Source: an optimization exercise on an open RTL-to-GDS flow (aim: small area, a short achievable clock period and few clock cycles). Production flows keep margins and buffers that such runs may drop.
The RTL was checked by simulation tests, not by an equivalence proof against the original design.

==> wip/zinc: inputs <==
## axis_cmult
module axis_cmult
#(
  parameter int IN_WIDTH  = 16,
  parameter int OUT_WIDTH = 16,
  parameter int SHIFT     = 15,
  parameter int ROUND     = 1
) (
  input  logic                     aclk,
  input  logic                     areset,
  input  logic [2*IN_WIDTH-1:0]    s_axis_a_tdata,
  input  logic                     s_axis_a_tvalid,
  output logic                     s_axis_a_tready,
  input  logic                     s_axis_a_tlast,
  input  logic [2*IN_WIDTH-1:0]    s_axis_b_tdata,
  input  logic                     s_axis_b_tvalid,
  output logic                     s_axis_b_tready,
  input  logic                     conj_b,
  output logic [2*OUT_WIDTH-1:0]   m_axis_tdata,
  output logic                     m_axis_tvalid,
  input  logic                     m_axis_tready,
  output logic                     m_axis_tlast,
  output logic                     ovf_sticky,
  input  logic                     ovf_clr
);
clock: 8.5 ns
lec_check: 0
cap_margin: 20
core_margin: 2
core_utilization: 40
setup_slack_margin: 4.35
slew_margin: 20
synth_hierarchical: 1
standard.sh (not shown) runs the stock make flow with config.mk's settings and CLKGATE_MAP_FILE= SYNTH_SCRIPT=/design/flow/synth_recipe.tcl, a recipe that flattens the netlist after the stock synthesis.
==> flow/flow/run.sh <==
#!/bin/bash
# Own layout flow: the standard ORFS flow (standard.sh, standard synthesis unchanged)
# with extra ORFS make variables appended to its make command line.
set -euo pipefail
EXTRA=$(cat flow/extra_vars.txt)
sed "s|\"\${@:-finish}\"|$EXTRA \"\${@:-finish}\"|" standard.sh > my_standard.sh
bash my_standard.sh > flow_make.log 2>&1
==> flow/flow/extra_vars.txt <==
BUFFER_PORTS_ARGS="-buffer_cell sky130_fd_sc_hd__buf_1"
==> wip/juniper: changes against wip/zinc <==
ABC_AREA = 1   (was default)
SETUP_SLACK_MARGIN = 4.25   (was 4.35)
==> wip/nickel: changes against wip/zinc <==
==> flow/flow/extra_vars.txt (replaced) <==
BUFFER_PORTS_ARGS="-buffer_cell sky130_fd_sc_hd__buf_1" MATCH_CELL_FOOTPRINT=0
SETUP_SLACK_MARGIN = 4.45   (was 4.35)
==> summary.txt <==
- wip/nickel completed with no timing, DRC or antenna violations. wip/juniper went through all stages and came out clean. wip/zinc passed the timing, DRC and antenna checks.
- Cell area, highest first: wip/nickel, wip/juniper, wip/zinc.
- In synthesized cell count, wip/zinc and wip/nickel do not differ.
- Clock skew: wip/nickel > wip/juniper > wip/zinc.
- The lowest non-clock buffer count belongs to wip/zinc, the highest to wip/nickel.
- Maximum frequency, lowest first: wip/juniper, wip/zinc, wip/nickel.
- The lowest worst setup slack belongs to wip/juniper, the highest to wip/nickel.
- Cell count, lowest first: wip/zinc, wip/nickel, wip/juniper.
==> figures <==
quantity                                                                  wip/zinc              wip/juniper                wip/nickel
Status                                                    timing/DRC/antenna clean  timing/DRC/antenna clean  timing/DRC/antenna clean
Initial core utilization                                                     40.6%                    40.3%                     40.6%
Fraction of the mapped netlist area in adder cells                           35.4%                    35.2%                     35.4%
Most common cell after layout, fill and taps aside        sky130_fd_sc_hd__xnor2_1  sky130_fd_sc_hd__xor2_1  sky130_fd_sc_hd__xnor2_1
Data arrival time of the critical path                                     4.51 ns                  4.61 ns                   4.48 ns
Worst setup path startpoint                                                  ar[5]                   ai[15]                     ai[8]
Area of combinational cells with multiple inputs                        22000 um^2               21500 um^2                22400 um^2
Floorplan die height                                                        277 um                   277 um                    277 um
Min cycle time layout                                                      4.18 ns                  4.29 ns                   4.15 ns
Met3 Routed Length                                                         9670 um                 13300 um                  13200 um
Non-clock inverter total of the final layout                                    59                      242                        59
Top-area cell type share of the netlist area                                 30.6%                    30.4%                     30.6%
Endpoint of the worst setup timing path                                   re_q16_1                 im_q19_1                  im_q18_1
Post-synthesis net count                                                      3268                     3563                      3268
Number of filler instances in the final layout                                6754                     6949                      6587
Met2 global-route usage                                                      39.1%                    38.3%                     40.9%
Testbench counts of wip/zinc, summed over its fixed seeds: cycles 24,024.
Testbench counts of wip/juniper, summed over its fixed seeds: cycles 24,024.
Testbench counts of wip/nickel, summed over its fixed seeds: cycles 24,024.

re-timing with driven ports:
No port has a modelled driver above. Below, the same layouts with a new extraction and two added sets of constraints.
Step 1 assumes that a clkbuf_16 drives the clock port and a buf_2 every other input.
Step 2 times the ports against the registers' clock, not the clock port: input delays grow and output delays shrink by t, the midpoint of the rising clock arrivals with the driver on.
Three values: ideal ports, drivers, drivers and shift; two values: the first two.
| run | shift t [ns] | slack for setup (ns) | worst hold slack (ns) | worst register clock-pin slew, ns |
|---|---|---|---|---|
| wip/zinc | 0.645 | 4.322 / 4.322 / 4.322 | 0.418 / 0.418 / 0.418 | 0.07 / 0.07 |
| wip/juniper | 0.644 | 4.212 / 4.212 / 4.212 | 0.418 / 0.418 / 0.418 | 0.08 / 0.08 |
| wip/nickel | 0.674 | 4.352 / 4.352 / 4.352 | 0.423 / 0.423 / 0.423 | 0.07 / 0.07 |
After both steps every run listed still meets setup and hold.
